This design comes from an exercise in tuning for small area, a short achievable clock period and few clock cycles on the open sky130 flow, not from production work. Where RTL was checked, it was by simulation tests only, not by an equivalence proof against the original. Function not checked in runs 4 and 5: the RTL went through the layout flow alone. Power and IR drop assume default switching activity.

==> design.v <==
`default_nettype none
package axiAhbPkg;
    localparam int AddrWidth    = 32;
    localparam int DataWidth    = 32;
    localparam int IdWidth      = 4;
    localparam int MaxBeats     = 16;
    localparam int BeatIdxWidth = 4;
    typedef enum logic [1:0]
    {
        OKAY   = 2'd0,
        SLVERR = 2'd2
    } axiResp_e;
    typedef enum logic [1:0]
    {
        IDLE   = 2'd0,
        NONSEQ = 2'd2
    } ahbTrans_e;
    typedef enum logic [2:0]
    {
        BYTE = 3'd0,
        HALF = 3'd1,
        WORD = 3'd2
    } axiSize_e;
    typedef struct packed
    {
        logic [IdWidth-1:0]      id;
        logic [AddrWidth-1:0]    addr;
        logic [BeatIdxWidth-1:0] len;
        axiSize_e                size;
    } burstReq_t;
    typedef struct packed
    {
        logic [DataWidth-1:0] data;
        logic                 err;
    } readBeat_t;
endpackage
`default_nettype wire
`timescale 1ns/1ps
`default_nettype none
module bridgeNand2 (
    input  wire  a,
    input  wire  b,
    output logic y
);
    assign y = !(a && b);
endmodule
module bridgeNand3 (
    input  wire  a,
    input  wire  b,
    input  wire  c,
    output logic y
);
    assign y = !(a && b && c);
endmodule
module bridgeAnd2 (
    input  wire  a,
    input  wire  b,
    output logic y
);
    assign y = a && b;
endmodule
module bridgeAo21 (
    input  wire  a,
    input  wire  b0,
    input  wire  b1,
    output logic y
);
    assign y = a || (b0 && b1);
endmodule
module bridgeAo3 (
    input  wire  a0,
    input  wire  a1,
    input  wire  b0,
    input  wire  b1,
    input  wire  b2,
    input  wire  c0,
    input  wire  c1,
    input  wire  c2,
    output logic y
);
    logic na;
    logic nb;
    logic nc;
    bridgeNand2 uNa (.a(a0), .b(a1), .y(na));
    bridgeNand3 uNb (.a(b0), .b(b1), .c(b2), .y(nb));
    bridgeNand3 uNc (.a(c0), .b(c1), .c(c2), .y(nc));
    bridgeNand3 uY  (.a(na), .b(nb), .c(nc), .y(y));
endmodule
module bridgeSel3 #(
    parameter int Width = 1
) (
    input  wire  [Width-1:0] d0,
    input  wire  [Width-1:0] d1,
    input  wire  [Width-1:0] d2,
    input  wire              s0,
    input  wire              s1,
    input  wire              s2,
    output logic [Width-1:0] y
);
    for (genvar i = 0; i < Width; i++)
    begin : gBit
        logic n0;
        logic n1;
        logic n2;
        bridgeNand2 uN0 (.a(s0), .b(d0[i]), .y(n0));
        bridgeNand2 uN1 (.a(s1), .b(d1[i]), .y(n1));
        bridgeNand2 uN2 (.a(s2), .b(d2[i]), .y(n2));
        bridgeNand3 uY  (.a(n0), .b(n1), .c(n2), .y(y[i]));
    end
endmodule
`default_nettype wire
`timescale 1ns/1ps
`default_nettype none
module axiToAhbBridge (
    input  wire         ACLK,
    input  wire         rst,
    input  wire         awValid,
    output logic        awReady,
    input  wire  [3:0]  awId,
    input  wire  [31:0] awAddr,
    input  wire  [3:0]  awLen,
    input  wire  [2:0]  awSize,
    input  wire         wValid,
    output logic        wReady,
    input  wire  [31:0] wData,
    input  wire         wLast,
    output logic        bValid,
    input  wire         bReady,
    output logic [3:0]  bId,
    output logic [1:0]  bResp,
    input  wire         arValid,
    output logic        arReady,
    input  wire  [3:0]  arId,
    input  wire  [31:0] arAddr,
    input  wire  [3:0]  arLen,
    input  wire  [2:0]  arSize,
    output logic        rValid,
    input  wire         rReady,
    output logic [3:0]  rId,
    output logic [31:0] rData,
    output logic [1:0]  rResp,
    output logic        rLast,
    output logic [31:0] hAddr,
    output logic        hWrite,
    output logic [2:0]  hSize,
    output logic [1:0]  hTrans,
    output logic [31:0] hWData,
    input  wire  [31:0] hRData,
    input  wire         hReady,
    input  wire         hResp
);
    logic [31:0] addr;       
    logic [3:0]  cnt;        
    logic [1:0]  size;
    logic [3:0]  id;
    logic        wr;         
    logic        err;        
    logic [31:0] data;       
    logic        idle;       
    logic        wsel;       
    logic        busy;       
    logic        rSel;       
    logic        wDpL;       
    logic        wIss;       
    logic        rIss;       
    logic        ap;         
    logic        dp;         
    logic        rp;         
    logic        wA;         
    logic        rA;         
    logic        rDp;        
    logic        rRp;        
    logic        wRp;        
    logic        ldW;
    logic        ldR;
    logic [31:0] cAddr;
    logic [1:0]  cSize;
    logic [3:0]  cCnt;
    logic        issue;
    logic        accept;
    logic        dpDone;
    logic        respValid;
    logic        respReady;
    logic        apN;
    logic        dpN;
    logic        rpN;
    logic        wrN;
    assign wA   = ap && wr;
    assign rA   = ap && !wr;
    assign rDp  = dp && !wr;
    assign rRp  = rp && !wr;
    assign wRp  = rp && wr;
    assign arReady = idle && !awValid;
    assign awReady = wsel;
    assign ldR     = arValid && arReady;
    assign ldW     = wsel;
    bridgeSel3 #(.Width(32)) uSelAddr (.d0(arAddr), .d1(awAddr), .d2(addr), .s0(idle), .s1(wsel), .s2(busy), .y(cAddr));
    bridgeSel3 #(.Width(2)) uSelSize (.d0(arSize[1:0]), .d1(awSize[1:0]), .d2(size), .s0(idle), .s1(wsel), .s2(busy), .y(cSize));
    assign cCnt  = ({4{idle}} & arLen) | ({4{wsel}} & awLen) | ({4{busy}} & cnt);
    assign issue  = (wIss && wValid) || (rIss && hReady && rReady) || ldR;
    assign accept = issue && hReady;
    assign dpDone = dp && hReady;
    logic hTransNs;
    bridgeAo3 uHTrans (.a0(wIss), .a1(wValid), .b0(rIss), .b1(hReady), .b2(rReady), .c0(idle), .c1(arValid), .c2(!awValid),
                       .y(hTransNs));
    assign hTrans = {hTransNs, 1'b0};
    assign hAddr  = cAddr;
    assign hWrite = wsel || (!idle && wr);
    assign hSize  = {1'b0, cSize};
    assign hWData = data;
    logic wrTake;
    assign wrTake = wIss && hReady;
    bridgeAnd2 uWReady (.a(wIss), .b(hReady), .y(wReady));
    logic bVal;
    assign bVal = wRp || (wDpL && hReady);
    bridgeAo21 uBValid (.a(wRp), .b0(wDpL), .b1(hReady), .y(bValid));
    assign bId    = id;
    assign bResp  = {err || (dp && hResp), 1'b0};
    logic rVal;
    assign rVal = rRp || (rDp && hReady);
    bridgeAo21 uRValid (.a(rRp), .b0(rDp), .b1(hReady), .y(rValid));
    assign rId    = id;
    assign rData  = rSel ? data : hRData;
    assign rResp  = {rp ? err : hResp, 1'b0};
    assign rLast  = !ap;
    logic [11:0] incAddr;
    logic [3:0]  decCnt;
    logic [2:0] incLow;
    assign incLow  = {1'b0, cAddr[1:0]} + {1'b0, cSize == 2'd1, cSize == 2'd0};
    assign incAddr = {cAddr[11:2] + {9'd0, incLow[2] || (cSize == 2'd2)}, incLow[1:0]};
    assign decCnt  = cCnt - 4'd1;
    assign respValid = bVal || rVal;
    assign respReady = wr ? bReady : rReady;
    assign wrN = wsel || (!idle && wr);
    assign apN = (ap || ldR || wsel) && !(accept && (cCnt == 4'd0));
    assign dpN = accept || (dp && !hReady);
    assign rpN = respValid && !respReady;
    always_ff @(posedge ACLK)
    begin
        if (rst)
        begin
            idle <= 1'b1;
            wsel <= 1'b0;
            busy <= 1'b0;
            rSel <= 1'b0;
            wDpL <= 1'b0;
            wIss <= 1'b0;
            rIss <= 1'b0;
            ap   <= 1'b0;
            dp   <= 1'b0;
            rp   <= 1'b0;
        end
        else
        begin
            idle <= !(apN || dpN || rpN) && !(idle && awValid);
            wsel <= idle && awValid;
            busy <= apN || dpN || rpN;
            rSel <= rpN || wrN;
            wDpL <= dpN && wrN && !apN;
            wIss <= (apN && wrN) || (idle && awValid);
            rIss <= apN && !wrN;
            ap   <= apN;
            dp   <= dpN;
            rp   <= rpN;
        end
    end
    always_ff @(posedge ACLK)
    begin
        data <= wrTake ? wData : rData;
    end
    always_ff @(posedge ACLK)
    begin
        addr[31:12] <= cAddr[31:12];
        addr[11:0]  <= accept ? incAddr : cAddr[11:0];
        cnt         <= accept ? decCnt : cCnt;
        size        <= cSize;
        wr <= wrN;
        if (idle || wsel)
            id <= wsel ? awId : arId;
        err <= !(idle || wsel) && (wr ? bResp[1] : rResp[1]);
    end
endmodule
`default_nettype wire
==> flow/run.sh <==
#!/bin/bash
set -euo pipefail
export BUFFER_PORTS_ARGS="-buffer_cell sky130_fd_sc_hd__buf_1"
export CTS_ARGS="-sink_clustering_enable -repair_clock_nets -dont_use_dummy_load -buf_list sky130_fd_sc_hd__clkbuf_8 -root_buf sky130_fd_sc_hd__clkbuf_8"
if ! bash standard.sh finish > make_finish.log 2>&1; then
  tail -50 make_finish.log
  exit 1
fi
==> standard.sh <==
#!/bin/bash
# synth_recipe.tcl (not shown) runs the flow's synth.tcl, then flattens the netlist and writes it again
# the make line also repeats each setting of config.mk as NAME=value (left out here)
make -C /OpenROAD-flow-scripts/flow DESIGN_CONFIG=/design/flow/config.mk WORK_HOME=/design/flow/orfs CLKGATE_MAP_FILE= SYNTH_SCRIPT=/design/flow/synth_recipe.tcl "${@:-finish}"
==> config.mk <==
export PLATFORM = sky130hd
export DESIGN_NAME = axiToAhbBridge
export DESIGN_NICKNAME = axiToAhbBridge
export VERILOG_FILES = /design/flow/design.v
export SDC_FILE = /design/flow/constraint.sdc
export NUM_CORES = 4
export LEC_CHECK = 0
export CAP_MARGIN = 20
export CORE_MARGIN = 2
export CORE_UTILIZATION = 55
export PLACE_DENSITY = 0.5
export SETUP_SLACK_MARGIN = 2.72
export SLEW_MARGIN = 20
export SYNTH_HIERARCHICAL = 1
export SYNTH_MINIMUM_KEEP_SIZE = 0
==> constraint.sdc <==
create_clock -name core_clock -period 5.5 [get_ports {ACLK}]
set_input_delay 1.1000 -clock core_clock [delete_from_list [all_inputs] [get_ports {ACLK}]]
set_output_delay 1.1000 -clock core_clock [all_outputs]
set_load 0.01 [all_outputs]
==> reports/metrics.cfg, run 1 <==
[outcome]
status=no timing/DRC/antenna violations

[synthesis]
synthTopCellsByArea=dfxtp_1 (43%), mux2_2 (20%), nand2_1 (10%)
netlist_area_sq_um=3860
yosys_warnings=7
synth.distinct_cells=42
ys_async_sr_fraction=0
syn_avg_cell_area_sq_um=9.73
synthFlopType=dfxtp_1
synth_cells=397
synth_edf_count=4
ys_seq_area_frac=0.456
synth_top_area_share=0.425
ys_seq_elements=86
yosys.area.top_type=dfxtp_1

[cells_and_area]
diodes=0
num-fill-cells=558
nNetsFinal=836
drive_above_1_share=0.156
syn_to_final_growth_pct=33.3
fin_area_sq_um=5150

[power_and_ir_drop]
internal_power_w=0.00107
pwr-share-clk=0.217
p_per_area_nw_per_um2=305
seq_power_share=0.490
p_comb_frac=0.293
p_sw_frac=0.320
p_total_w=0.00157
vdd_ir_drop_max_mv=0.162
switchingPower_w=0.000502
leakage_nw=2.06

[setup_path]
crit_chain=buf_1, nand2_1, nand3_1, buf_1
critPathCaptureType=output pin
path_max_fanout=3
cpMostUsedCell=buf_1
cp.required_ps=4400
start_kind=input port
critPathBufInv=2
worstSetupPathType=in -> out
slowest_stage=nand3_1
crit_family=buffers and inverters
cpPeakStageDelay_ps=220
worstPathArrival_ps=1640

[routing]
routedWlPerCell_microns=14.8
firstDrtPassIters=4
drc=0
drt-vias-per-instance=5.08
ant_nets=0
initialDrtViolationCount=149
vias=3879
routed_wl_microns=11300

[floorplanning]
start_util=0.569
fp-row-count=30
die_width_microns=87.8
core_area_sq_um=6790
die-area_sq_um=7710
io_pins=280
die_h_microns=87.8

[global_routing]
grt_pass1_wl_microns=16300
grt_overflow=0
antenna_found_initial=0
grt_use_total=0.271
grt_start_max_net_pins=38
grt_pass1_vias=3543

[timing]
worst_pin_slew_ps=658
finalMaxSlewViolations=0
fin_crit_sh=0.499
fin_skew_ps=28.2
period_minus_slack_ps=2740
tns_ps=0
rsz0062_at_grt=true
final_hold_viol_count=0
fin_hold_ws_ps=465
setup_violations=0
fmax_mhz=364
slew_headroom=0.561

[clocking]
cts_hold_buf=0
cts_root_buf=clkbuf_8
cts.sinks=86
tritoncts=yes
clk_path_buf_depth=2
htreeDepth=3
path_clk_slew_ps=70
cts_buffers=9
clock_latency_ps=340

[placed_design]
gp_congestion=0.854
port_buffers=272
dp_hpwl_microns=8930
placed_cell_area_sq_um=5000

[flow_run]
max_cap_viol_count=0

[hold_path]
hp-class=reg -> reg

==> power groups by stage <==
stage / sequential [W] / combinational, W / clock (W)
6_report: 0.000768 / 0.000460 / 0.000340
5_1_grt: 0.000778 / 0.000508 / 0.000366
4_1_cts: 0.000768 / 0.000462 / 0.000344
3_5_place_dp: 0.000783 / 0.000457 / 0
3_3_place_gp: 0.000779 / 0.000446 / 0
2_1_floorplan: 0.000803 / 0.000267 / 0
==> repair_timing <==
action | 4_1_cts | 5_1_grt
buffers inserted | 1 | 0
gates resized for setup | 4 | 4
setup endpoints to repair | 41 | 5
gates cloned | 0 | 0
pin swaps | 0 | 0
==> final timing paths <==
kind | start | endpoint | slack, ps | cells after the start
max | arAddr[10] | hAddr[10] | 2760 | 4
min | addr[30] | addr[30] | 460 | 2
max reg2reg | busy | addr[7] | 2880 | 12
min reg2reg | addr[30] | addr[30] | 460 | 2
==> placed cells by master, fill, tap and decap left out, drive strengths merged, types with 2 or more instances in the layout <==
cell type / count
a21o: 5
a222oi: 4
a41o: 2
and2: 2
and3: 3
buf: 275
clkbuf: 12
conb: 4
dfxtp: 82
edfxtp: 4
ha: 5
inv: 4
mux2: 73
mux2i: 3
nand2: 107
nand3: 39
nand4: 4
nor2: 9
nor2b: 3
nor3: 2
o21a: 3
o21ai: 2
xnor2: 7
xor2: 4
==> worst register-to-register path: stages, from the launching register on <==
cell and delay, ps:
dfxtp_1 330, buf_4 350, nand2_1 170, nand3_4 130
nor2_2 50, ha_2 180, fa_2 340, a21o_1 160
ha_2 170, and4_1 140, o21a_1 160, and3_1 210
xor2_1 130
==> cell usage after synthesis (5+ instances only) <==
library cell	count
mux2_2	68
mux2_1	5
a21o_1	5
nor2_1	9
buf_4	9
dfxtp_1	82
ha_1	5
nand3_1	39
xnor2_1	7
nand2_1	107
==> metrics by stage <==
| stage | cells | worst slack [ps] | utilization |
|---|---|---|---|
| final | 764 | 2760 | 0.758 |
| after global routing | 764 | 2700 | 0.758 |
| after CTS | 764 | 2740 | 0.757 |
| after detailed placement | 754 | 2370 | 0.736 |
| after global placement | 754 | 2400 | 0.736 |
| after floorplan | 400 | 2640 | - |
==> per-module statistics from Yosys (local to each module, per instance), a selection <==
module / area [sq um] / cells inside / copies in the design
bridgeAnd2: 6.26 / 1 / 1
axiToAhbBridge: 3270 / 254 / 1
bridgeNand2: 3.75 / 1 / 103
bridgeNand3: 5.00 / 1 / 37
bridgeAo21: 7.51 / 1 / 2
==> kinds of logic after synthesis <==
logic type	Yosys count	synth area share
multiplexers	76	0.221
other	1	0.000971
adder cells (fa/ha/maj)	6	0.0214
flip-flops	86	0.456
AO/OA/AOI/OAI	20	0.0428
buffers and inverters	23	0.0366
AND/OR/NAND/NOR	174	0.197
XOR/XNOR	11	0.0249
==> registers in the layout, summed over array words and instances (netlist names), 2 cells and up <==
signal	count
addr	32
data	32
id	4
size	2
cnt	4
==> layer usage <==
layer / routed length [microns] / global-route usage
met3: 835 / 0.0556
met5: 0 / 0
met2: 5750 / 0.470
met1: 4350 / 0.316
met4: 371 / 0.136
==> cell type report <==
type / instances / area (sq um) / area share
multi-input cells: 291 / 2040 / 0.397
flip-flops and latches: 86 / 1770 / 0.344
repair buffers: 278 / 1080 / 0.209
clock buffers: 9 / 124 / 0.0241
well taps: 96 / 120 / 0.0233
inverters: 4 / 15.0 / 0.00292
Testbench counts, summed over its fixed seeds: cycles 19,428.
==> inputs of run 2 (changes only) <==
--- a/config.mk
+++ b/config.mk
@@ -8,7 +8,7 @@
 export CAP_MARGIN = 20
 export CORE_MARGIN = 2
 export CORE_UTILIZATION = 55
-export PLACE_DENSITY = 0.5
+export PLACE_DENSITY = 0.85
 export SETUP_SLACK_MARGIN = 2.72
 export SLEW_MARGIN = 20
 export SYNTH_HIERARCHICAL = 1
==> reports/metrics.cfg, run 2 <==
[setup_path]
critPathCaptureType=output pin
ff2ff_setup_slack_ps=2920  ; +40 ps
start_kind=input port
cp.required_ps=4400  ; about the same
worstPathArrival_ps=1630  ; about the same
path_max_fanout=2  ; -1
r2r_end=addr[7]
r2r-start=busy
worstSetupPathType=in -> out
r2r_cells=12  ; unchanged

[synthesis]
synthFlopType=dfxtp_1
yosys.area.top_type=dfxtp_1
ys_seq_elements=86  ; unchanged
yosys_warnings=7  ; unchanged
synthTopCellsByArea=dfxtp_1 (43%), mux2_2 (20%), nand2_1 (10%)
synth_edf_count=4  ; unchanged
netlist_area_sq_um=3860  ; unchanged
ys_async_sr_fraction=0  ; unchanged
ys_seq_area_frac=0.456  ; unchanged
synth_top_area_share=0.425  ; unchanged
synth_most_common_cell=nand2_1
syn_avg_cell_area_sq_um=9.73  ; unchanged
synthTopCellsByCount=nand2_1 (107), dfxtp_1 (82), mux2_2 (68)
synth_cells=397  ; unchanged
synth.distinct_cells=42  ; unchanged

[timing]
slew_headroom=0.586  ; +0.0252
finalMaxSlewViolations=0  ; unchanged
fin_crit_sh=0.496  ; -0.00283
rsz0062_at_grt=true
fin_skew_ps=23.0  ; -5.20 ps
final_hold_viol_count=0  ; unchanged
setup_violations=0  ; unchanged
fmax_mhz=366  ; +0.57%
worst_pin_slew_ps=620  ; -37.8 ps
worst_slack_ps=2770  ; +15.6 ps
tns_ps=0  ; unchanged
period_minus_slack_ps=2730  ; -15.6 ps

[global_routing]
grt_overflow=0  ; unchanged
antenna_found_initial=0  ; unchanged
grt_use_total=0.270  ; -0.000895
grt_pass1_wl_microns=16300  ; +0.38%
grt_pass1_vias=3614  ; +2.0%
grt_start_max_net_pins=47  ; +24%

[cells_and_area]
final_cells=762  ; -0.26%
drive_above_1_share=0.158  ; +0.00197
nNetsFinal=834  ; -0.24%
fin_util=0.756  ; -0.00147
reg_top3=addr: 32 flops, data: 32 flops
seqCellArea_sq_um=1770  ; -0.14%
mostFrequentLayoutCells=buf_1 (267), nand2_1 (103), dfxtp_1 (80)
syn_to_final_growth_pct=33.0
multi_input_area_sq_um=2050  ; +0.25%
final_common_cell=buf_1
diodes=0  ; unchanged
num-fill-cells=503  ; -9.9%

[routing]
drt-vias-per-instance=5.09  ; +0.31%
ant_nets=0  ; unchanged
routedWlPerCell_microns=14.6  ; -1.2%
routed_wl_microns=11100  ; -1.4%
drc=0  ; unchanged
vias=3881  ; +0.052%
initialDrtViolationCount=121  ; -19%
firstDrtPassIters=4  ; unchanged

[placed_design]
dp_hpwl_microns=8820  ; -1.3%
port_buffers=272  ; unchanged
placed_cells=753  ; -0.13%
gp_congestion=0.802  ; -6.1%
place_ws_ps=2360  ; -12.3 ps

[floorplanning]
core_area_sq_um=6790  ; unchanged
die-area_sq_um=7710  ; unchanged
die_width_microns=87.8  ; unchanged
fp-row-count=30  ; unchanged
io_pins=280  ; unchanged
die_h_microns=87.8  ; unchanged
start_util=0.569  ; unchanged

[clocking]
clock_latency_ps=340  ; about the same
tritoncts=yes
cts_root_buf=clkbuf_8
cts_hold_buf=0  ; unchanged
cts_buffers=9  ; unchanged
path_clk_slew_ps=60  ; about the same
clk_path_buf_depth=2  ; unchanged
cts_resized=4  ; unchanged
cts.sinks=86  ; unchanged
post_cts_buffers=0  ; -1
htreeDepth=3  ; unchanged

[power_and_ir_drop]
leakage_nw=2.05  ; about the same
vdd_ir_drop_max_mv=0.201  ; +24%
p_per_area_nw_per_um2=304  ; -0.12%
p_total_w=0.00156  ; -0.32%

[outcome]
status=no timing/DRC/antenna violations

[hold_path]
hold_path_end=addr[24]
holdPathStages=2  ; unchanged
hp-class=reg -> reg
hp-start=addr[24]

[flow_run]
max_cap_viol_count=0  ; unchanged

run 2: cell count changes in the layout (fill, tap and decap cells not counted):
cell	delta
nand3_1	-1
nand3_2	+1
buf_1	-2
dfxtp_2	+1
buf_4	-2
dfxtp_4	-1
clkbuf_2	+2
run 2: per-module statistics from Yosys (local to each module, per instance), excerpt:
module	area, sq um	times used
axiToAhbBridge	3270	1
bridgeAo21	7.51	2
bridgeAnd2	6.26	1
bridgeNand3	5.00	37
bridgeNand2	3.75	103
run 2: worst max path at each step:
stage | startpoint | to | slack, ps
floorplan | awSize[1] | addr[7] | 2640
global placement | awSize[1] | addr[7] | 2380
detailed placement | awSize[1] | addr[7] | 2360
CTS | hReady | hTrans[1] | 2700
global route | awSize[1] | addr[7] | 2710
finish | hRData[15] | rData[15] | 2770
run 2: kinds of logic after synthesis:
group,synth area share
xor gates and xnor gates,0.0249
AOI/OAI and AO/OA,0.0428
other,0.000971
muxes,0.221
buffers and inverters,0.0366
DFF,0.456
and+or+nand+nor,0.197
adders and majority gates,0.0214
run 2: critical path: stages:
cell and delay, ps:
buf_1 80, mux2_1 310, buf_1 140
run 2: report_power, final:
| group | total [W] | internal (W) | switching, W |
|---|---|---|---|
| sequential | 0.000772 | 0.000726 | 0.0000465 |
| combinational | 0.000459 | 0.000195 | 0.000264 |
| clock | 0.000332 | 0.000147 | 0.000186 |
| total | 0.00156 | 0.00107 | 0.000496 |
run 2: final cells by class:
type | instances | area share
multi-input cells | 291 | 0.399
flip-flops and latches | 86 | 0.344
repair buffers | 276 | 0.207
clock buffers | 9 | 0.0241
well taps | 96 | 0.0234
inverters | 4 | 0.00292
run 2: routing by layer:
metal  vias to the layer above  track usage  wire, microns
li1                       1898            -              -
met1                      1806        0.303           4300
met2                       155        0.493           5920
met3                        22       0.0547            688
met4                         0        0.115            227
met5                         -            0              0
run 2: stage by stage:
stage | hold slack (ps) | instance area (sq um)
3_5_place_dp | 453 | 4990
3_3_place_gp | 445 | 4990
4_1_cts | 474 | 5130
2_1_floorplan | 500 | 3950
6_report | 471 | 5140
5_1_grt | 500 | 5140
==> inputs of run 3 (changes only) <==
--- a/config.mk
+++ b/config.mk
@@ -8,7 +8,7 @@
 export CAP_MARGIN = 20
 export CORE_MARGIN = 2
 export CORE_UTILIZATION = 55
-export PLACE_DENSITY = 0.85
+export PLACE_DENSITY = 0.7
 export SETUP_SLACK_MARGIN = 2.72
 export SLEW_MARGIN = 20
 export SYNTH_HIERARCHICAL = 1
==> reports/metrics.cfg, run 3 <==
[routing]
initialDrtViolationCount=121  ; unchanged
wl_met3_microns=820  ; +19%
routed_wl_microns=11400  ; +2.4%
routedWlPerCell_microns=15.0  ; +2.3%
topRoutingLayerUsed=met4
firstDrtPassIters=5  ; +1
routed-wl-met2_microns=5870  ; -0.98%
ant_nets=0  ; unchanged
drc=0  ; unchanged
vias=3898  ; +0.44%
met1_length_microns=4450  ; +3.5%
drt-vias-per-instance=5.11  ; +0.31%

[global_routing]
grt_overflow=0  ; unchanged
antenna_found_initial=0  ; unchanged
grt_use_total=0.276  ; +0.00573
grt_pass1_vias=3522  ; -2.5%
grt_pass1_wl_microns=16500  ; +1.2%
grt_start_max_net_pins=34  ; -28%

[timing]
worst_pin_slew_ps=625  ; +4.80 ps
fin_skew_ps=17.9  ; -5.13 ps
final_hold_viol_count=0  ; unchanged
slew_headroom=0.583  ; -0.00320
tns_ps=0  ; unchanged
rsz0062_at_grt=true
fin_crit_sh=0.498  ; +0.00210
setup_violations=0  ; unchanged
worst_slack_ps=2760  ; -11.5 ps
period_minus_slack_ps=2740  ; +11.5 ps
finalMaxSlewViolations=0  ; unchanged
fmax_mhz=365  ; -0.42%

[synthesis]
synth_xor_area_frac=0.0249  ; unchanged
synth-compound-area-share=0.0428  ; unchanged
ys_async_sr_fraction=0  ; unchanged
yosys_warnings=7  ; unchanged
synth_top_family_by_area=multiplexers
synth_edf_count=4  ; unchanged
syn_avg_cell_area_sq_um=9.73  ; unchanged
synth-simple-area-share=0.197  ; unchanged
netlist_area_sq_um=3860  ; unchanged
synthAdderAreaFrac=0.0214  ; unchanged
ys_seq_area_frac=0.456  ; unchanged
synth_top_area_share=0.425  ; unchanged
synthMuxAreaShare=0.221  ; unchanged
synthTopCellsByCount=nand2_1 (107), dfxtp_1 (82), mux2_2 (68)
yosys.area.top_type=dfxtp_1
synth_cells=397  ; unchanged
ys_seq_elements=86  ; unchanged
synthFlopType=dfxtp_1
synth.distinct_cells=42  ; unchanged
synthTopCellsByArea=dfxtp_1 (43%), mux2_2 (20%), nand2_1 (10%)
synth_most_common_cell=nand2_1

[setup_path]
cp.required_ps=4400  ; about the same
path_max_fanout=6  ; +4
worstPathArrival_ps=1640  ; about the same
r2r_cells=12  ; unchanged
start_kind=input port
worstSetupPathType=in -> out
critPathCaptureType=output pin

[clocking]
cts.sinks=86  ; unchanged
cts_hold_buf=0  ; unchanged
clock_latency_ps=340  ; about the same
post_cts_buffers=0  ; unchanged
path_clk_slew_ps=60  ; about the same
cts_root_buf=clkbuf_8
tritoncts=yes
clk_path_buf_depth=2  ; unchanged
htreeDepth=3  ; unchanged
cts_buffers=9  ; unchanged

[power_and_ir_drop]
vdd_ir_drop_max_mv=0.154  ; -24%
p_total_w=0.00158  ; +0.75%
p_per_area_nw_per_um2=305  ; +0.17%
leakage_nw=2.06  ; +0.12%

[cells_and_area]
final_common_cell=buf_1
nNetsFinal=835  ; +0.12%
syn_to_final_growth_pct=33.8
diodes=0  ; unchanged
mostFrequentLayoutCells=buf_1 (268), nand2_1 (103), dfxtp_1 (80)
reg_top3=addr: 32 flops, data: 32 flops
drive_above_1_share=0.157  ; -0.000236
fin_util=0.761  ; +0.00442

[placed_design]
place_ws_ps=2370  ; +10.5 ps
gp_congestion=0.856  ; +6.6%
dp_hpwl_microns=9060  ; +2.8%
port_buffers=272  ; unchanged

[floorplanning]
start_util=0.569  ; unchanged
core_area_sq_um=6790  ; unchanged
fp-row-count=30  ; unchanged
die_h_microns=87.8  ; unchanged
io_pins=280  ; unchanged
die-area_sq_um=7710  ; unchanged
die_width_microns=87.8  ; unchanged

[outcome]
status=no timing/DRC/antenna violations

[hold_path]
hp-class=reg -> reg
holdPathStages=2  ; unchanged

[flow_run]
max_cap_viol_count=0  ; unchanged

[run 3: cell types whose count changed in the layout (fill, tap and decap cells not counted)]
cell / delta
buf_8: +3
clkbuf_2: -2
and3_1: -1
and3_4: +1
buf_1: +1
buf_6: -1
dfxtp_2: -1
dfxtp_4: +1
nand3_1: +1
nand3_2: -1
[run 3: area by class of cell]
| class | count | area (sq um) |
|---|---|---|
| Timing Repair Buffer | 277 | 1090 |
| Fill cell | 557 | 1630 |
| Clock buffer | 9 | 124 |
| Sequential cell | 86 | 1770 |
| Inverter | 4 | 15.0 |
| Tap cell | 96 | 120 |
| Multi-Input combinational cell | 291 | 2050 |
[run 3: logic make-up after synthesis]
group,Yosys count
compound gates,20
other cells,1
xor+xnor,11
fa+ha+maj,6
buf+inv,23
mux,76
simple gates,174
flops,86
[run 3: worst max-delay path, cell delays in order]
cell	delay [ps]
buf_1	60
nand2_1	40
nand3_1	230
buf_1	200
[run 3: repair_timing]
item | CTS | global route
cloned | 0 | 0
resized for setup | 6 | 10
endpoints found under the setup margin | 36 | 13
[run 3: through the flow]
| stage | hold WS, ps | cells | cell area, sq um |
|---|---|---|---|
| global placement | 447 | 754 | 5000 |
| global route | 486 | 763 | 5170 |
| CTS | 469 | 763 | 5140 |
| detailed placement | 450 | 754 | 5000 |
| finish | 467 | 763 | 5170 |
| floorplan | 500 | 400 | 3950 |
[run 3: modules after synthesis, one instance, submodules excluded, a selection]
| module | times used | cell area, sq um | cells inside | flip-flops and latches |
|---|---|---|---|---|
| axiToAhbBridge | 1 | 3270 | 254 | 86 |
| bridgeAo21 | 2 | 7.51 | 1 | 0 |
| bridgeAnd2 | 1 | 6.26 | 1 | 0 |
| bridgeNand3 | 37 | 5.00 | 1 | 0 |
| bridgeNand2 | 103 | 3.75 | 1 | 0 |
[run 3: path summary, 6_finish.rpt]
check	startpoint	end	slack, ps
min	addr[16]	addr[16]	470
max reg2reg	wsel	addr[7]	2930
min reg2reg	addr[16]	addr[16]	470
max	arAddr[4]	hAddr[4]	2760
[run 3: per-layer routing]
layer | GRT usage | vias to the layer above
met4 | 0.106 | 0
met3 | 0.0594 | 24
met2 | 0.489 | 177
met1 | 0.325 | 1798
li1 | - | 1899
met5 | 0 | -
[run 3: where the power goes]
part	leakage (nW)	internal [W]	switching, W	total [W]
Combinational	1.26	0.000198	0.000267	0.000466
Sequential	0.731	0.000726	0.0000444	0.000770
Clock	0.0647	0.000147	0.000193	0.000340
==> inputs of run 4 (changes only) <==
--- a/design.v
+++ b/design.v
@@ -106,6 +106,24 @@
         bridgeNand2 uN1 (.a(s1), .b(d1[i]), .y(n1));
         bridgeNand2 uN2 (.a(s2), .b(d2[i]), .y(n2));
         bridgeNand3 uY  (.a(n0), .b(n1), .c(n2), .y(y[i]));
+    end
+endmodule
+module bridgeSel2 #(
+    parameter int Width = 1
+) (
+    input  wire  [Width-1:0] d0,
+    input  wire  [Width-1:0] d1,
+    input  wire              s0,
+    input  wire              s1,
+    output logic [Width-1:0] y
+);
+    for (genvar i = 0; i < Width; i++)
+    begin : gBit
+        logic n0;
+        logic n1;
+        bridgeNand2 uN0 (.a(s0), .b(d0[i]), .y(n0));
+        bridgeNand2 uN1 (.a(s1), .b(d1[i]), .y(n1));
+        bridgeNand2 uY  (.a(n0), .b(n1), .y(y[i]));
     end
 endmodule
 `default_nettype wire
@@ -160,6 +178,7 @@
     logic        wsel;       
     logic        busy;       
     logic        rSel;       
+    logic        rSelN;      
     logic        wDpL;       
     logic        wIss;       
     logic        rIss;       
@@ -220,7 +239,7 @@
     assign rVal = rRp || (rDp && hReady);
     bridgeAo21 uRValid (.a(rRp), .b0(rDp), .b1(hReady), .y(rValid));
     assign rId    = id;
-    assign rData  = rSel ? data : hRData;
+    bridgeSel2 #(.Width(32)) uSelRData (.d0(data), .d1(hRData), .s0(rSel), .s1(rSelN), .y(rData));
     assign rResp  = {rp ? err : hResp, 1'b0};
     assign rLast  = !ap;
     logic [11:0] incAddr;
@@ -243,6 +262,7 @@
             wsel <= 1'b0;
             busy <= 1'b0;
             rSel <= 1'b0;
+            rSelN <= 1'b1;
             wDpL <= 1'b0;
             wIss <= 1'b0;
             rIss <= 1'b0;
@@ -256,6 +276,7 @@
             wsel <= idle && awValid;
             busy <= apN || dpN || rpN;
             rSel <= rpN || wrN;
+            rSelN <= !(rpN || wrN);
             wDpL <= dpN && wrN && !apN;
             wIss <= (apN && wrN) || (idle && awValid);
             rIss <= apN && !wrN;
@@ -264,9 +285,11 @@
             rp   <= rpN;
         end
     end
+    logic [31:0] nData;
+    bridgeSel2 #(.Width(32)) uSelData (.d0(wData), .d1(rData), .s0(wrTake), .s1(!wrTake), .y(nData));
     always_ff @(posedge ACLK)
     begin
-        data <= wrTake ? wData : rData;
+        data <= nData;
     end
     always_ff @(posedge ACLK)
     begin
==> reports/metrics.cfg, run 4 <==
[outcome]
status=no timing/DRC/antenna violations

[clocking]
clock_latency_ps=340  ; about the same
htreeDepth=3  ; unchanged
cts_buffers=9  ; unchanged
path_clk_slew_ps=70  ; about the same
tritoncts=yes
cts_hold_buf=0  ; unchanged
cts_root_buf=clkbuf_8
cts.sinks=87  ; +1.2%
clk_path_buf_depth=2  ; unchanged

[timing]
final_hold_viol_count=0  ; unchanged
fmax_mhz=363  ; -0.53%
fin_hold_ws_ps=471  ; +4.38 ps
finalMaxSlewViolations=0  ; unchanged
fin_skew_ps=22.6  ; +4.75 ps
tns_ps=0  ; unchanged
slew_headroom=0.346  ; -0.237
setup_violations=0  ; unchanged
worst_pin_slew_ps=980  ; +354 ps
fin_crit_sh=0.501  ; +0.00265
period_minus_slack_ps=2750  ; +14.6 ps
rsz0062_at_grt=false

[floorplanning]
die_h_microns=87.8  ; about the same
die-area_sq_um=7710  ; about the same
start_util=0.569  ; about the same
core_area_sq_um=6790  ; unchanged
fp-row-count=30  ; unchanged
die_width_microns=87.8  ; about the same
io_pins=280  ; unchanged

[synthesis]
synth_cells=522  ; +31%
synthFlopType=dfxtp_1
synth_most_common_cell=nand2_1
synth_edf_count=4  ; unchanged
ys_async_sr_fraction=0  ; unchanged
yosys.area.top_type=dfxtp_1
synthTopCellsByCount=nand2_1 (299), dfxtp_1 (83), nand3_1 (39)
synthTopCellsByArea=dfxtp_1 (43%), nand2_1 (29%), nand3_1 (5.1%)
synth.distinct_cells=38  ; -9.5%
ys_seq_elements=87  ; +1.2%
synth_top_area_share=0.430  ; +0.00490
ys_seq_area_frac=0.461  ; +0.00488
yosys_warnings=7  ; unchanged
netlist_area_sq_um=3860  ; about the same
syn_avg_cell_area_sq_um=7.40  ; -24%

[placed_design]
gp_congestion=0.866  ; +1.2%
placed_cell_area_sq_um=5020  ; +0.35%
dp_hpwl_microns=9430  ; +4.1%
port_buffers=272  ; unchanged

[routing]
drc=0  ; unchanged
routed_wl_microns=12400  ; +8.5%
firstDrtPassIters=5  ; unchanged
vias=4442  ; +14%
ant_nets=0  ; unchanged
initialDrtViolationCount=184  ; +52%
drt-vias-per-instance=4.97  ; -2.7%
routedWlPerCell_microns=13.9  ; -7.4%

[cells_and_area]
fin_area_sq_um=5170  ; about the same
syn_to_final_growth_pct=33.8  ; about the same
diodes=0  ; unchanged
drive_above_1_share=0.0602  ; -0.0973
nNetsFinal=966  ; +16%
final_common_cell=nand2_1
reg_top3=addr: 32 flops, data: 32 flops
mostFrequentLayoutCells=nand2_1 (295), buf_1 (268), dfxtp_1 (79)

[flow_run]
max_cap_viol_count=0  ; unchanged

[global_routing]
grt-busiest-layer=met2
grt_use_met3=0.0829  ; +0.0236
grt_start_max_net_pins=47  ; +38%
use_met1=0.360  ; +0.0352
grt_pass1_vias=3905  ; +11%
grt_overflow=0  ; unchanged
antenna_found_initial=1  ; +1
grt_use_total=0.304  ; +0.0286
gr-usage-met2=0.525  ; +0.0358
grt_pass1_wl_microns=18200  ; +10%

[setup_path]
cp.required_ps=4400  ; about the same
r2r-start=busy
critPathCaptureType=output pin
path_max_fanout=5  ; -1
worstSetupPathType=in -> out
ff2ff_setup_slack_ps=2930  ; about the same
r2r_end=addr[7]
worstPathArrival_ps=1650  ; about the same
start_kind=input port
r2r_cells=12  ; unchanged

[power_and_ir_drop]
p_total_w=0.00160  ; +1.8%
vdd_ir_drop_max_mv=0.166  ; +8.3%
p_per_area_nw_per_um2=310  ; +1.7%
leakage_nw=2.36  ; +15%

[hold_path]
hp-start=addr[12]
holdPathStages=2  ; unchanged
hold_path_end=addr[12]
hp-class=reg -> reg

[run 4: critical path: stages]
cell     delay [ps]
buf_1           100
nand2_1          60
nand3_1         200
buf_1           190
[run 4: worst max path at each step]
stage | from | endpoint | slack (ps) | cells past startpoint
after detailed placement | awSize[1] | addr[7] | 2360 | 12
final | awAddr[5] | hAddr[5] | 2750 | 4
after global placement | awSize[1] | addr[7] | 2380 | 12
after global routing | awAddr[5] | hAddr[5] | 2740 | 4
after CTS | awSize[1] | addr[7] | 2730 | 12
after floorplan | awSize[1] | addr[7] | 2640 | 11
[run 4: logic make-up after synthesis]
kind of cell	count (synthesis)	synth area share
xor gates and xnor gates	11	0.0249
DFF	87	0.461
buffers and inverters	18	0.0308
adders and majority gates	6	0.0214
and+or+nand+nor	366	0.383
other	1	0.000970
muxes	12	0.0340
AOI/OAI and AO/OA	21	0.0440
[run 4: metal layers]
metal  share of wire  vias to the layer above
li1                -                     2236
met1            0.39                     1987
met2            0.50                      194
met3           0.090                       23
met4           0.020                        2
met5          0.0010                        -
[run 4: metrics by stage]
stage | utilization | setup WS [ps] | std cells
floorplan | - | 2640 | 525
global placement | 0.739 | 2380 | 884
detailed placement | 0.739 | 2360 | 884
CTS | 0.758 | 2730 | 893
global route | 0.761 | 2740 | 894
finish | 0.761 | 2750 | 894
[run 4: where the power goes]
part	switching [W]	total, W	internal [W]
clock network	0.000193	0.000340	0.000147
registers	0.0000621	0.000800	0.000738
logic	0.000289	0.000464	0.000174
total	0.000545	0.00160	0.00106
[run 4: final cells by class]
cell class / count / area, sq um
clock buffers: 9 / 124
fillers: 542 / 1620
inverters: 6 / 22.5
multi-input cells: 420 / 2050
flip-flops and latches: 87 / 1790
well taps: 96 / 120
repair buffers: 276 / 1060
[run 4: repair_timing]
action | in CTS | in global routing
setup endpoints to repair | 81 | 5
setup buffers | 0 | 1
resized for setup | 6 | 4
hold endpoints to repair | 0 | 0
gates cloned | 0 | 0
[run 4: modules after synthesis, one instance, submodules excluded, excerpt]
module	cells inside	flops+latches	times used
bridgeNand3	1	0	37
axiToAhbBridge	187	87	1
bridgeNand2	1	0	295
bridgeAo21	1	0	2
bridgeAnd2	1	0	1
==> inputs of run 5 (changes only) <==
--- a/config.mk
+++ b/config.mk
@@ -9,7 +9,7 @@
 export CORE_MARGIN = 2
 export CORE_UTILIZATION = 55
 export PLACE_DENSITY = 0.7
-export SETUP_SLACK_MARGIN = 2.72
+export SETUP_SLACK_MARGIN = 2.82
 export SLEW_MARGIN = 20
 export SYNTH_HIERARCHICAL = 1
 export SYNTH_MINIMUM_KEEP_SIZE = 0
==> reports/metrics.cfg, run 5 <==
[cells_and_area]
seqCellArea_sq_um=1790  ; +0.14%
nNetsFinal=968  ; +0.21%
syn_to_final_growth_pct=38.3
drive_above_1_share=0.0950  ; +0.0348
fin_area_sq_um=5340  ; +3.3%
multi_input_area_sq_um=2130  ; +3.5%
mostFrequentLayoutCells=nand2_1 (294), buf_1 (255), dfxtp_1 (79)
final_common_cell=nand2_1
reg_top3=addr: 32 flops, data: 32 flops
num-fill-cells=555  ; +2.4%

[routing]
firstDrtPassIters=5  ; unchanged
routed_wl_microns=13300  ; +7.6%
initialDrtViolationCount=197  ; +7.1%
ant_nets=0  ; unchanged
drc=0  ; unchanged
drt-vias-per-instance=5.00  ; +0.59%
vias=4493  ; +1.1%
routedWlPerCell_microns=14.8  ; +7.0%

[setup_path]
start_kind=input port
crit_start=hResp
worstSetupPathType=in -> out
critPathCaptureType=output pin
critPathBufInv=2  ; unchanged
crit_chain=buf_6, mux2_4, buf_6
slowest_stage=mux2_4
r2r_cells=12  ; unchanged
cpPeakStageDelay_ps=270  ; +70 ps
path_max_fanout=2  ; -3
ff2ff_setup_slack_ps=2990  ; +60 ps
cp-endpoint=rResp[1]
worstPathArrival_ps=1590  ; -60 ps
cp.required_ps=4400  ; about the same
r2r_end=addr[7]
cpMostUsedCell=buf_6
cp.depth=3  ; -1
crit_family=multiplexers
r2r-start=busy

[placed_design]
gp_congestion=0.869  ; +0.35%
dp_hpwl_microns=9740  ; +3.2%
placed_cell_area_sq_um=5010  ; -0.15%
port_buffers=272  ; unchanged
place_ws_ps=1950  ; -410 ps

[synthesis]
ys_async_sr_fraction=0  ; unchanged
synthTopCellsByArea=dfxtp_1 (43%), nand2_1 (29%), nand3_1 (5.1%)
synth_cells=522  ; unchanged
synthFlopType=dfxtp_1
ys_seq_elements=87  ; unchanged
synth_top_area_share=0.430  ; unchanged
ys_seq_area_frac=0.461  ; unchanged
syn_avg_cell_area_sq_um=7.40  ; unchanged
synth.distinct_cells=38  ; unchanged
synth_edf_count=4  ; unchanged
synthTopCellsByCount=nand2_1 (299), dfxtp_1 (83), nand3_1 (39)
yosys.area.top_type=dfxtp_1
synth_most_common_cell=nand2_1
yosys_warnings=7  ; unchanged
netlist_area_sq_um=3860  ; unchanged

[timing]
rsz0062_at_grt=true
slew_headroom=0.551  ; +0.205
finalMaxSlewViolations=0  ; unchanged
fin_crit_sh=0.489  ; -0.0120
worst_pin_slew_ps=671  ; -308 ps
final_hold_viol_count=0  ; unchanged
period_minus_slack_ps=2690  ; -66.3 ps
fmax_mhz=372  ; +2.5%
fin_skew_ps=18.4  ; -4.24 ps
worst_slack_ps=2810  ; +66.3 ps
setup_violations=0  ; unchanged
tns_ps=0  ; unchanged

[global_routing]
grt_start_max_net_pins=47  ; unchanged
grt_use_total=0.317  ; +0.0131
grt_pass1_wl_microns=19100  ; +4.9%
antenna_found_initial=3  ; +2
grt_pass1_vias=4094  ; +4.8%
grt_overflow=0  ; unchanged

[hold_path]
holdPathStages=2  ; unchanged
hp-class=reg -> reg

[floorplanning]
io_pins=280  ; unchanged
core_area_sq_um=6790  ; unchanged
die-area_sq_um=7710  ; unchanged
die_width_microns=87.8  ; unchanged
die_h_microns=87.8  ; unchanged
start_util=0.569  ; unchanged
fp-row-count=30  ; unchanged

[power_and_ir_drop]
p_total_w=0.00164  ; +2.0%
leakage_nw=2.46  ; +4.1%
p_per_area_nw_per_um2=306  ; -1.2%
vdd_ir_drop_max_mv=0.173  ; +3.9%

[clocking]
path_clk_slew_ps=70  ; about the same
cts_root_buf=clkbuf_8
clk_path_buf_depth=2  ; unchanged
tritoncts=yes
cts_buffers=9  ; unchanged
cts_hold_buf=0  ; unchanged
htreeDepth=3  ; unchanged
cts.sinks=87  ; unchanged
clock_latency_ps=340  ; about the same

[flow_run]
max_cap_viol_count=0  ; unchanged

[outcome]
status=no timing/DRC/antenna violations

-- run 5: cell types whose count changed in the layout (fill, tap and decap cells not counted), moves of 4 or more --
cell / previous run / this run
buf_1: 268 / 255
buf_6: 1 / 6
nand3_2: 2 / 11
buf_2: 1 / 5
clkbuf_2: 3 / 8
nand3_1: 35 / 26
-- run 5: through the flow --
step	std cells	utilization	hold WS, ps
floorplan	525	-	500
global placement	883	0.738	445
detailed placement	883	0.738	452
CTS	893	0.763	473
global route	896	0.785	501
finish	899	0.787	474
-- run 5: worst min-delay path by stage --
| stage | startpoint | end | slack [ps] |
|---|---|---|---|
| 2_1_floorplan | addr[12] | addr[12] | 500 |
| 3_3_place_gp | addr[24] | addr[24] | 450 |
| 3_5_place_dp | addr[29] | addr[29] | 450 |
| 4_1_cts | addr[29] | addr[29] | 470 |
| 5_1_grt | addr[12] | addr[12] | 500 |
| 6_report | addr[31] | addr[31] | 470 |
-- run 5: kinds of logic after synthesis --
kind of cell    synth area share
compound gates            0.0440
mux                       0.0340
fa+ha+maj                 0.0214
simple gates               0.383
buf+inv                   0.0308
flops                      0.461
other cells             0.000970
xor+xnor                  0.0249
-- run 5: report_power, final --
part | switching (W) | leakage (nW) | internal, W
combinational | 0.000307 | 1.65 | 0.000189
clock | 0.000193 | 0.0647 | 0.000147
sequential | 0.0000624 | 0.739 | 0.000738
-- run 5: cell type report --
| class | instances | share of cell area |
|---|---|---|
| timing repair buffer | 278 | 0.214 |
| antenna | 3 | 0.00140 |
| multi-input combinational | 420 | 0.398 |
| clock buffer | 9 | 0.0232 |
| tap | 96 | 0.0225 |
| inverter | 6 | 0.00492 |
| sequential | 87 | 0.336 |
-- run 5: Yosys stat by module, one instance, submodules excluded, a selection --
module	copies in the design	cell area, sq um
bridgeNand2	295	3.75
bridgeAo21	2	7.51
bridgeNand3	37	5.00
axiToAhbBridge	1	2550
bridgeAnd2	1	6.26
-- run 5: repair_timing --
item	in CTS	in global routing
setup buffers	1	3
pin swaps	1	7
gates resized for setup	18	31
endpoints found under the setup margin	115	49
-- run 5: worst register-to-register path, stage by stage (launching register included) --
cell and delay (ps):
dfxtp_1 330, buf_6 270, nand2_1 170, nand3_4 130, nor2_4 50, ha_4 150
fa_2 370, a21o_1 160, ha_2 170, and4_1 140, o21a_1 140, and3_4 180
xor2_1 130
-- run 5: routing by layer --
metal / share of wire / vias up / track usage
met1: 0.39 / 2017 / 0.357
li1: - / 2242 / -
met4: 0.018 / 0 / 0.0965
met5: 0 / - / 0
met3: 0.10 / 22 / 0.126
met2: 0.49 / 212 / 0.554
==> inputs of run 6 (changes only) <==
--- a/design.v
+++ b/design.v
@@ -67,24 +67,19 @@
 );
     assign y = a || (b0 && b1);
 endmodule
-module bridgeAo3 (
+module bridgeAo2 (
     input  wire  a0,
     input  wire  a1,
     input  wire  b0,
     input  wire  b1,
     input  wire  b2,
-    input  wire  c0,
-    input  wire  c1,
-    input  wire  c2,
     output logic y
 );
     logic na;
     logic nb;
-    logic nc;
     bridgeNand2 uNa (.a(a0), .b(a1), .y(na));
     bridgeNand3 uNb (.a(b0), .b(b1), .c(b2), .y(nb));
-    bridgeNand3 uNc (.a(c0), .b(c1), .c(c2), .y(nc));
-    bridgeNand3 uY  (.a(na), .b(nb), .c(nc), .y(y));
+    bridgeNand2 uY  (.a(na), .b(nb), .y(y));
 endmodule
 module bridgeSel3 #(
     parameter int Width = 1
@@ -175,57 +170,42 @@
     logic        err;        
     logic [31:0] data;       
     logic        idle;       
-    logic        wsel;       
-    logic        busy;       
+    logic        ap;         
+    logic        dp;         
+    logic        rp;         
     logic        rSel;       
     logic        rSelN;      
     logic        wDpL;       
     logic        wIss;       
     logic        rIss;       
-    logic        ap;         
-    logic        dp;         
-    logic        rp;         
-    logic        wA;         
-    logic        rA;         
-    logic        rDp;        
-    logic        rRp;        
-    logic        wRp;        
+    logic        rDp;
+    logic        rRp;
+    logic        wRp;
     logic        ldW;
     logic        ldR;
-    logic [31:0] cAddr;
-    logic [1:0]  cSize;
-    logic [3:0]  cCnt;
     logic        issue;
     logic        accept;
-    logic        dpDone;
     logic        respValid;
     logic        respReady;
     logic        apN;
     logic        dpN;
     logic        rpN;
     logic        wrN;
-    assign wA   = ap && wr;
-    assign rA   = ap && !wr;
-    assign rDp  = dp && !wr;
-    assign rRp  = rp && !wr;
-    assign wRp  = rp && wr;
+    assign rDp = dp && !wr;
+    assign rRp = rp && !wr;
+    assign wRp = rp && wr;
+    assign awReady = idle;
     assign arReady = idle && !awValid;
-    assign awReady = wsel;
+    assign ldW     = awValid && idle;
     assign ldR     = arValid && arReady;
-    assign ldW     = wsel;
-    bridgeSel3 #(.Width(32)) uSelAddr (.d0(arAddr), .d1(awAddr), .d2(addr), .s0(idle), .s1(wsel), .s2(busy), .y(cAddr));
-    bridgeSel3 #(.Width(2)) uSelSize (.d0(arSize[1:0]), .d1(awSize[1:0]), .d2(size), .s0(idle), .s1(wsel), .s2(busy), .y(cSize));
-    assign cCnt  = ({4{idle}} & arLen) | ({4{wsel}} & awLen) | ({4{busy}} & cnt);
-    assign issue  = (wIss && wValid) || (rIss && hReady && rReady) || ldR;
+    assign issue  = (wIss && wValid) || (rIss && hReady && rReady);
     assign accept = issue && hReady;
-    assign dpDone = dp && hReady;
     logic hTransNs;
-    bridgeAo3 uHTrans (.a0(wIss), .a1(wValid), .b0(rIss), .b1(hReady), .b2(rReady), .c0(idle), .c1(arValid), .c2(!awValid),
-                       .y(hTransNs));
+    bridgeAo2 uHTrans (.a0(wIss), .a1(wValid), .b0(rIss), .b1(hReady), .b2(rReady), .y(hTransNs));
     assign hTrans = {hTransNs, 1'b0};
-    assign hAddr  = cAddr;
-    assign hWrite = wsel || (!idle && wr);
-    assign hSize  = {1'b0, cSize};
+    assign hAddr  = addr;
+    assign hWrite = wr;
+    assign hSize  = {1'b0, size};
     assign hWData = data;
     logic wrTake;
     assign wrTake = wIss && hReady;
@@ -243,15 +223,13 @@
     assign rResp  = {rp ? err : hResp, 1'b0};
     assign rLast  = !ap;
     logic [11:0] incAddr;
-    logic [3:0]  decCnt;
-    logic [2:0] incLow;
-    assign incLow  = {1'b0, cAddr[1:0]} + {1'b0, cSize == 2'd1, cSize == 2'd0};
-    assign incAddr = {cAddr[11:2] + {9'd0, incLow[2] || (cSize == 2'd2)}, incLow[1:0]};
-    assign decCnt  = cCnt - 4'd1;
+    logic [2:0]  incLow;
+    assign incLow  = {1'b0, addr[1:0]} + {1'b0, size == 2'd1, size == 2'd0};
+    assign incAddr = {addr[11:2] + {9'd0, incLow[2] || (size == 2'd2)}, incLow[1:0]};
     assign respValid = bVal || rVal;
     assign respReady = wr ? bReady : rReady;
-    assign wrN = wsel || (!idle && wr);
-    assign apN = (ap || ldR || wsel) && !(accept && (cCnt == 4'd0));
+    assign wrN = idle ? ldW : wr;
+    assign apN = ldW || ldR || (ap && !(accept && (cnt == 4'd0)));
     assign dpN = accept || (dp && !hReady);
     assign rpN = respValid && !respReady;
     always_ff @(posedge ACLK)
@@ -259,30 +237,26 @@
         if (rst)
         begin
             idle <= 1'b1;
-            wsel <= 1'b0;
-            busy <= 1'b0;
+            ap   <= 1'b0;
+            dp   <= 1'b0;
+            rp   <= 1'b0;
             rSel <= 1'b0;
             rSelN <= 1'b1;
             wDpL <= 1'b0;
             wIss <= 1'b0;
             rIss <= 1'b0;
-            ap   <= 1'b0;
-            dp   <= 1'b0;
-            rp   <= 1'b0;
         end
         else
         begin
-            idle <= !(apN || dpN || rpN) && !(idle && awValid);
-            wsel <= idle && awValid;
-            busy <= apN || dpN || rpN;
+            idle <= !(apN || dpN || rpN);
+            ap   <= apN;
+            dp   <= dpN;
+            rp   <= rpN;
             rSel <= rpN || wrN;
             rSelN <= !(rpN || wrN);
             wDpL <= dpN && wrN && !apN;
-            wIss <= (apN && wrN) || (idle && awValid);
+            wIss <= apN && wrN;
             rIss <= apN && !wrN;
-            ap   <= apN;
-            dp   <= dpN;
-            rp   <= rpN;
         end
     end
     logic [31:0] nData;
@@ -291,16 +265,29 @@
     begin
         data <= nData;
     end
+    logic        selW;
+    logic        selR;
+    logic        selH;
+    logic [31:0] nAddr;
+    logic [1:0]  nSize;
+    logic [3:0]  nCnt;
+    logic [3:0]  nId;
+    assign selW = idle && awValid;
+    assign selR = idle && !awValid;
+    assign selH = !idle;
+    bridgeSel3 #(.Width(32)) uSelAddr (.d0(awAddr), .d1(arAddr), .d2(addr), .s0(selW), .s1(selR), .s2(selH), .y(nAddr));
+    bridgeSel3 #(.Width(2)) uSelSize (.d0(awSize[1:0]), .d1(arSize[1:0]), .d2(size), .s0(selW), .s1(selR), .s2(selH), .y(nSize));
+    bridgeSel3 #(.Width(4)) uSelCnt (.d0(awLen), .d1(arLen), .d2(cnt), .s0(selW), .s1(selR), .s2(selH), .y(nCnt));
+    bridgeSel3 #(.Width(4)) uSelId (.d0(awId), .d1(arId), .d2(id), .s0(selW), .s1(selR), .s2(selH), .y(nId));
     always_ff @(posedge ACLK)
     begin
-        addr[31:12] <= cAddr[31:12];
-        addr[11:0]  <= accept ? incAddr : cAddr[11:0];
-        cnt         <= accept ? decCnt : cCnt;
-        size        <= cSize;
+        addr[31:12] <= nAddr[31:12];
+        addr[11:0]  <= accept ? incAddr : nAddr[11:0];
+        cnt         <= accept ? cnt - 4'd1 : nCnt;
+        size        <= nSize;
+        id          <= nId;
         wr <= wrN;
-        if (idle || wsel)
-            id <= wsel ? awId : arId;
-        err <= !(idle || wsel) && (wr ? bResp[1] : rResp[1]);
+        err <= !idle && (wr ? bResp[1] : rResp[1]);
     end
 endmodule
 `default_nettype wire
--- a/config.mk
+++ b/config.mk
@@ -9,7 +9,7 @@
 export CORE_MARGIN = 2
 export CORE_UTILIZATION = 55
 export PLACE_DENSITY = 0.7
-export SETUP_SLACK_MARGIN = 2.82
+export SETUP_SLACK_MARGIN = 2.72
 export SLEW_MARGIN = 20
 export SYNTH_HIERARCHICAL = 1
 export SYNTH_MINIMUM_KEEP_SIZE = 0
==> reports/metrics.cfg, run 6 <==
[timing]
worst_pin_slew_ps=992  ; +321 ps
rsz0062_at_grt=true
setup_violations=0  ; unchanged
slew_headroom=0.338  ; -0.213
tns_ps=0  ; unchanged
fmax_mhz=361  ; -2.8%
period_minus_slack_ps=2770  ; +78.5 ps
finalMaxSlewViolations=0  ; unchanged
fin_crit_sh=0.503  ; +0.0143
final_hold_viol_count=0  ; unchanged
fin_skew_ps=24.2  ; +5.81 ps

[setup_path]
r2r_end=addr[8]
crit_chain=buf_1, nor2_4, buf_1
worstSetupPathType=in -> out
cpMostUsedCell=buf_1
critPathCaptureType=output pin
crit_start=awValid
ff2ff_setup_slack_ps=3350  ; +360 ps
cp-endpoint=arReady
start_kind=input port
slowest_stage=buf_1
worstPathArrival_ps=1670  ; +80 ps
cp.required_ps=4400  ; about the same
r2r_cells=10  ; -2
path_max_fanout=5  ; +3
r2r-start=size[1]
cpPeakStageDelay_ps=200  ; -70 ps

[cells_and_area]
syn_to_final_growth_pct=32.1
nNetsFinal=1012  ; +4.5%
mostFrequentLayoutCells=nand2_1 (335), buf_1 (271), dfxtp_1 (83)
final_common_cell=nand2_1
fin_area_sq_um=5140  ; -3.8%
multi_input_area_sq_um=2090  ; -1.9%
num-fill-cells=615  ; +11%
diodes=0  ; -3
seqCellArea_sq_um=1700  ; -5.0%
drive_above_1_share=0.0367  ; -0.0583
reg_top3=addr: 32 flops, data: 32 flops

[global_routing]
antenna_found_initial=0  ; -3
grt_overflow=0  ; unchanged
grt_start_max_net_pins=45  ; -4.3%
grt_pass1_vias=4317  ; +5.4%
grt_use_total=0.328  ; +0.0107
grt_pass1_wl_microns=19800  ; +3.4%

[floorplanning]
start_util=0.570  ; +0.000720
die_width_microns=88.1  ; +0.32%
core_area_sq_um=6830  ; +0.55%
fp-row-count=30  ; unchanged
die-area_sq_um=7760  ; +0.64%
io_pins=280  ; unchanged
die_h_microns=88.1  ; +0.32%

[clocking]
cts.sinks=85  ; -2.3%
htreeDepth=3  ; unchanged
cts_root_buf=clkbuf_8
cts_hold_buf=0  ; unchanged
clock_latency_ps=340  ; about the same
tritoncts=yes
clk_path_buf_depth=2  ; unchanged
path_clk_slew_ps=80  ; about the same
cts_buffers=9  ; unchanged

[synthesis]
ys_seq_elements=85  ; -2.3%
yosys.area.top_type=dfxtp_1
synthTopCellsByArea=dfxtp_1 (44%), nand2_1 (32%), nand3_1 (5.8%)
synth_top_area_share=0.437  ; +0.00739
yosys_warnings=7  ; unchanged
synth_cells=565  ; +8.2%
ys_async_sr_fraction=0  ; unchanged
synthTopCellsByCount=nand2_1 (335), dfxtp_1 (85), nand3_1 (45)
synth_most_common_cell=nand2_1
syn_avg_cell_area_sq_um=6.89  ; -7.0%
netlist_area_sq_um=3890  ; +0.68%
ys_seq_area_frac=0.437  ; -0.0237
synthFlopType=dfxtp_1
synth_edf_count=0  ; -4
synth.distinct_cells=31  ; -18%

[placed_design]
placed_cell_area_sq_um=4980  ; -0.55%
dp_hpwl_microns=9730  ; about the same
gp_congestion=0.928  ; +6.8%
port_buffers=272  ; unchanged

[outcome]
status=no timing/DRC/antenna violations

[flow_run]
max_cap_viol_count=0  ; unchanged

[power_and_ir_drop]
vdd_ir_drop_max_mv=0.238  ; +38%
leakage_nw=2.40  ; -2.4%
p_per_area_nw_per_um2=414  ; +35%

[routing]
vias=4739  ; +5.5%
initialDrtViolationCount=181  ; -8.1%
ant_nets=0  ; unchanged
drt-vias-per-instance=5.04  ; +0.87%
routedWlPerCell_microns=13.9  ; -6.2%
firstDrtPassIters=5  ; unchanged
drc=0  ; unchanged
routed_wl_microns=13100  ; -1.9%

[hold_path]
hp-class=reg -> reg

==> run 6: report_power, final <==
group | switching (W) | internal, W | leakage (nW)
logic | 0.000510 | 0.000306 | 1.62
clock network | 0.000188 | 0.000147 | 0.0647
registers | 0.000173 | 0.000805 | 0.714
total | 0.000871 | 0.00126 | 2.40
==> run 6: logic make-up after synthesis <==
group	Yosys count	share of synthesized area
xor gates and xnor gates	10	0.0225
adders and majority gates	6	0.0212
AOI/OAI and AO/OA	26	0.0457
buffers and inverters	24	0.0347
and+or+nand+nor	405	0.415
other	1	0.000964
DFF	85	0.437
muxes	8	0.0222
==> run 6: metrics by stage <==
| stage | std cells | util | setup slack [ps] | hold WS (ps) | power, W |
|---|---|---|---|---|---|
| floorplan | 568 | - | 2790 | 467 | 0.00147 |
| global placement | 927 | 0.729 | 2260 | 448 | 0.00176 |
| detailed placement | 927 | 0.729 | 2240 | 456 | 0.00179 |
| CTS | 938 | 0.750 | 2610 | 478 | 0.00213 |
| global route | 940 | 0.753 | 2710 | 494 | 0.00228 |
| finish | 940 | 0.753 | 2730 | 478 | 0.00213 |
==> run 6: worst min-delay path by stage <==
| stage | startpoint | to | slack, ps | cells after the start |
|---|---|---|---|---|
| floorplan | cnt[0] | cnt[0] | 470 | 1 |
| global placement | addr[23] | addr[23] | 450 | 2 |
| detailed placement | addr[28] | addr[28] | 460 | 2 |
| CTS | addr[18] | addr[18] | 480 | 2 |
| global route | addr[18] | addr[18] | 490 | 2 |
| finish | addr[28] | addr[28] | 480 | 2 |
==> run 6: final cells by class <==
| cell class | instances | share of cell area |
|---|---|---|
| clock buffer | 9 | 0.0241 |
| tap | 96 | 0.0234 |
| inverter | 12 | 0.00876 |
| timing repair buffer | 277 | 0.207 |
| multi-input combinational | 461 | 0.406 |
| sequential | 85 | 0.331 |
==> run 6: worst max-delay path: cells and delay by family <==
family                 cells  cell delay, ps
buffers and inverters      2             370
AND/OR/NAND/NOR            1             200
==> run 6: metal layers <==
metal | global-route usage | vias up | share of wire | wire length [microns]
li1 | - | 2336 | - | -
met1 | 0.359 | 2120 | 0.37 | 4810
met5 | 0 | - | 0 | 0
met4 | 0.150 | 0 | 0.039 | 516
met3 | 0.0669 | 46 | 0.077 | 1010
met2 | 0.607 | 237 | 0.51 | 6730
==> run 6: per-module statistics from Yosys, one instance, submodules excluded, a selection <==
module / times used / flops+latches / area (sq um)
bridgeAo21: 2 / 0 / 7.51
bridgeAnd2: 1 / 0 / 6.26
bridgeNand3: 43 / 0 / 5.00
axiToAhbBridge: 1 / 85 / 2450
bridgeNand2: 320 / 0 / 3.75
==> run 6: what timing repair did <==
action | in CTS | in global routing
setup buffers | 0 | 2
cloned | 2 | 0
gates resized for setup | 3 | 1
pin swaps | 1 | 1
setup endpoints to repair | 37 | 2
Testbench counts of run 6, summed over its fixed seeds: cycles 20,074.
==> inputs of run 7 (changes only) <==
--- a/config.mk
+++ b/config.mk
@@ -9,7 +9,7 @@
 export CORE_MARGIN = 2
 export CORE_UTILIZATION = 55
 export PLACE_DENSITY = 0.7
-export SETUP_SLACK_MARGIN = 2.72
+export SETUP_SLACK_MARGIN = 2.82
 export SLEW_MARGIN = 20
 export SYNTH_HIERARCHICAL = 1
 export SYNTH_MINIMUM_KEEP_SIZE = 0
==> reports/metrics.cfg, run 7 <==
[synthesis]
netlist_area_sq_um=3890  ; unchanged
synthFlopType=dfxtp_1
synth_edf_count=0  ; unchanged
syn_avg_cell_area_sq_um=6.89  ; unchanged
synthTopCellsByArea=dfxtp_1 (44%), nand2_1 (32%), nand3_1 (5.8%)
synth_cells=565  ; unchanged
synth_most_common_cell=nand2_1
ys_seq_elements=85  ; unchanged
synthTopCellsByCount=nand2_1 (335), dfxtp_1 (85), nand3_1 (45)
synth_top_area_share=0.437  ; unchanged
synth.distinct_cells=31  ; unchanged
ys_async_sr_fraction=0  ; unchanged
yosys.area.top_type=dfxtp_1
yosys_warnings=7  ; unchanged
ys_seq_area_frac=0.437  ; unchanged

[placed_design]
dp_hpwl_microns=9400  ; -3.4%
place_ws_ps=2210  ; -31.5 ps
port_buffers=272  ; unchanged
gp_congestion=0.897  ; -3.4%

[floorplanning]
die_h_microns=88.1  ; unchanged
io_pins=280  ; unchanged
start_util=0.570  ; unchanged
die-area_sq_um=7760  ; unchanged
die_width_microns=88.1  ; unchanged
fp-row-count=30  ; unchanged
core_area_sq_um=6830  ; unchanged

[cells_and_area]
reg_top3=addr: 32 flops, data: 32 flops
fin_util=0.760  ; +0.00788
nNetsFinal=1014  ; +0.20%
syn_to_final_growth_pct=33.5
final_common_cell=nand2_1
mostFrequentLayoutCells=nand2_1 (335), buf_1 (264), dfxtp_1 (83)
drive_above_1_share=0.0473  ; +0.0106
num-fill-cells=564  ; -8.3%

[global_routing]
grt_use_total=0.314  ; -0.0138
grt_overflow=0  ; unchanged
grt_pass1_wl_microns=18900  ; -4.3%
antenna_found_initial=1  ; +1
grt_pass1_vias=4136  ; -4.2%
grt_start_max_net_pins=45  ; unchanged

[routing]
drc=0  ; unchanged
drt-vias-per-instance=4.94  ; -2.1%
routedWlPerCell_microns=13.5  ; -2.9%
firstDrtPassIters=5  ; unchanged
ant_nets=0  ; unchanged
vias=4654  ; -1.8%
routed_wl_microns=12700  ; -2.6%
initialDrtViolationCount=201  ; +11%

[setup_path]
r2r-start=size[1]
worstPathArrival_ps=1600  ; -70 ps
critPathCaptureType=output pin
cp.required_ps=4400  ; about the same
start_kind=input port
worstSetupPathType=in -> out
path_max_fanout=6  ; +1
crit_start=awValid

[timing]
slew_headroom=0.345  ; +0.00705
fmax_mhz=370  ; +2.5%
tns_ps=0  ; unchanged
period_minus_slack_ps=2700  ; -67.5 ps
worst_slack_ps=2800  ; +67.5 ps
final_hold_viol_count=0  ; unchanged
setup_violations=0  ; unchanged
worst_pin_slew_ps=982  ; -10.6 ps
finalMaxSlewViolations=0  ; unchanged
fin_crit_sh=0.491  ; -0.0123
fin_skew_ps=21.4  ; -2.87 ps
rsz0062_at_grt=true

[clocking]
cts_buffers=9  ; unchanged
tritoncts=yes
cts_hold_buf=0  ; unchanged
clk_path_buf_depth=2  ; unchanged
cts_root_buf=clkbuf_8
htreeDepth=3  ; unchanged
clock_latency_ps=340  ; about the same
cts.sinks=85  ; unchanged
path_clk_slew_ps=70  ; about the same

[hold_path]
hp-start=addr[24]
hp-class=reg -> reg

[power_and_ir_drop]
vdd_ir_drop_max_mv=0.228  ; -4.3%
leakage_nw=2.44  ; +1.7%
p_total_w=0.00214  ; +0.41%
p_per_area_nw_per_um2=411  ; -0.63%

[flow_run]
max_cap_viol_count=0  ; unchanged

[outcome]
status=no timing/DRC/antenna violations

-- run 7: cell counts after synthesis --
Identical to the previous run, type by type.
-- run 7: layout make-up --
cell class              instances  area (sq um)  area share
diodes                          1          2.50    0.000482
clock buffers                   9           124      0.0238
inverters                      12          45.0     0.00867
multi-input cells             461          2090       0.402
flip-flops and latches         85          1710       0.329
well taps                      96           120      0.0231
repair buffers                279          1100       0.213
-- run 7: path summary, 6_finish.rpt --
kind	end	cells after the start	slack (ps)
setup / recovery	arReady	3	2800
hold / removal	addr[24]	2	480
setup reg to reg	addr[8]	10	3390
hold reg to reg	addr[24]	2	480
-- run 7: where the power goes --
group	internal (W)	switching, W	total (W)
Combinational	0.000313	0.000513	0.000826
Clock	0.000147	0.000195	0.000341
Sequential	0.000805	0.000165	0.000970
Total	0.00126	0.000873	0.00214
-- run 7: layer usage --
| metal | part of all wire | vias up | global-route usage | wire length [microns] |
|---|---|---|---|---|
| li1 | - | 2342 | - | - |
| met1 | 0.38 | 2054 | 0.350 | 4790 |
| met2 | 0.51 | 218 | 0.551 | 6460 |
| met3 | 0.077 | 40 | 0.0735 | 978 |
| met4 | 0.039 | 0 | 0.176 | 496 |
| met5 | 0 | - | 0 | 0 |
-- run 7: modules after synthesis, one instance, submodules excluded, a selection --
module          times used  flip-flops and latches
axiToAhbBridge           1                      85
bridgeAo21               2                       0
bridgeNand3             43                       0
bridgeAnd2               1                       0
bridgeNand2            320                       0
-- run 7: logic make-up after synthesis --
family | count (synthesis) | synth area share
and+or+nand+nor | 405 | 0.415
DFF | 85 | 0.437
AOI/OAI and AO/OA | 26 | 0.0457
buffers and inverters | 24 | 0.0347
xor gates and xnor gates | 10 | 0.0225
muxes | 8 | 0.0222
adders and majority gates | 6 | 0.0212
other | 1 | 0.000964
-- run 7: stage by stage --
stage / hold WS, ps / instances / area (sq um)
floorplan: 467 / 568 / 3910
global placement: 448 / 927 / 4980
detailed placement: 455 / 927 / 4980
CTS: 477 / 938 / 5130
global route: 494 / 942 / 5190
finish: 477 / 943 / 5190
-- run 7: worst max-delay path, stage by stage --
cell and delay, ps:
clkbuf_2 160, nor2_4 200, buf_6 130
-- run 7: what timing repair did --
item / in CTS / in global routing
pin swaps: 1 / 1
setup endpoints to repair: 38 / 7
buffers inserted: 0 / 4
gates cloned: 2 / 0
resized for setup: 6 / 12
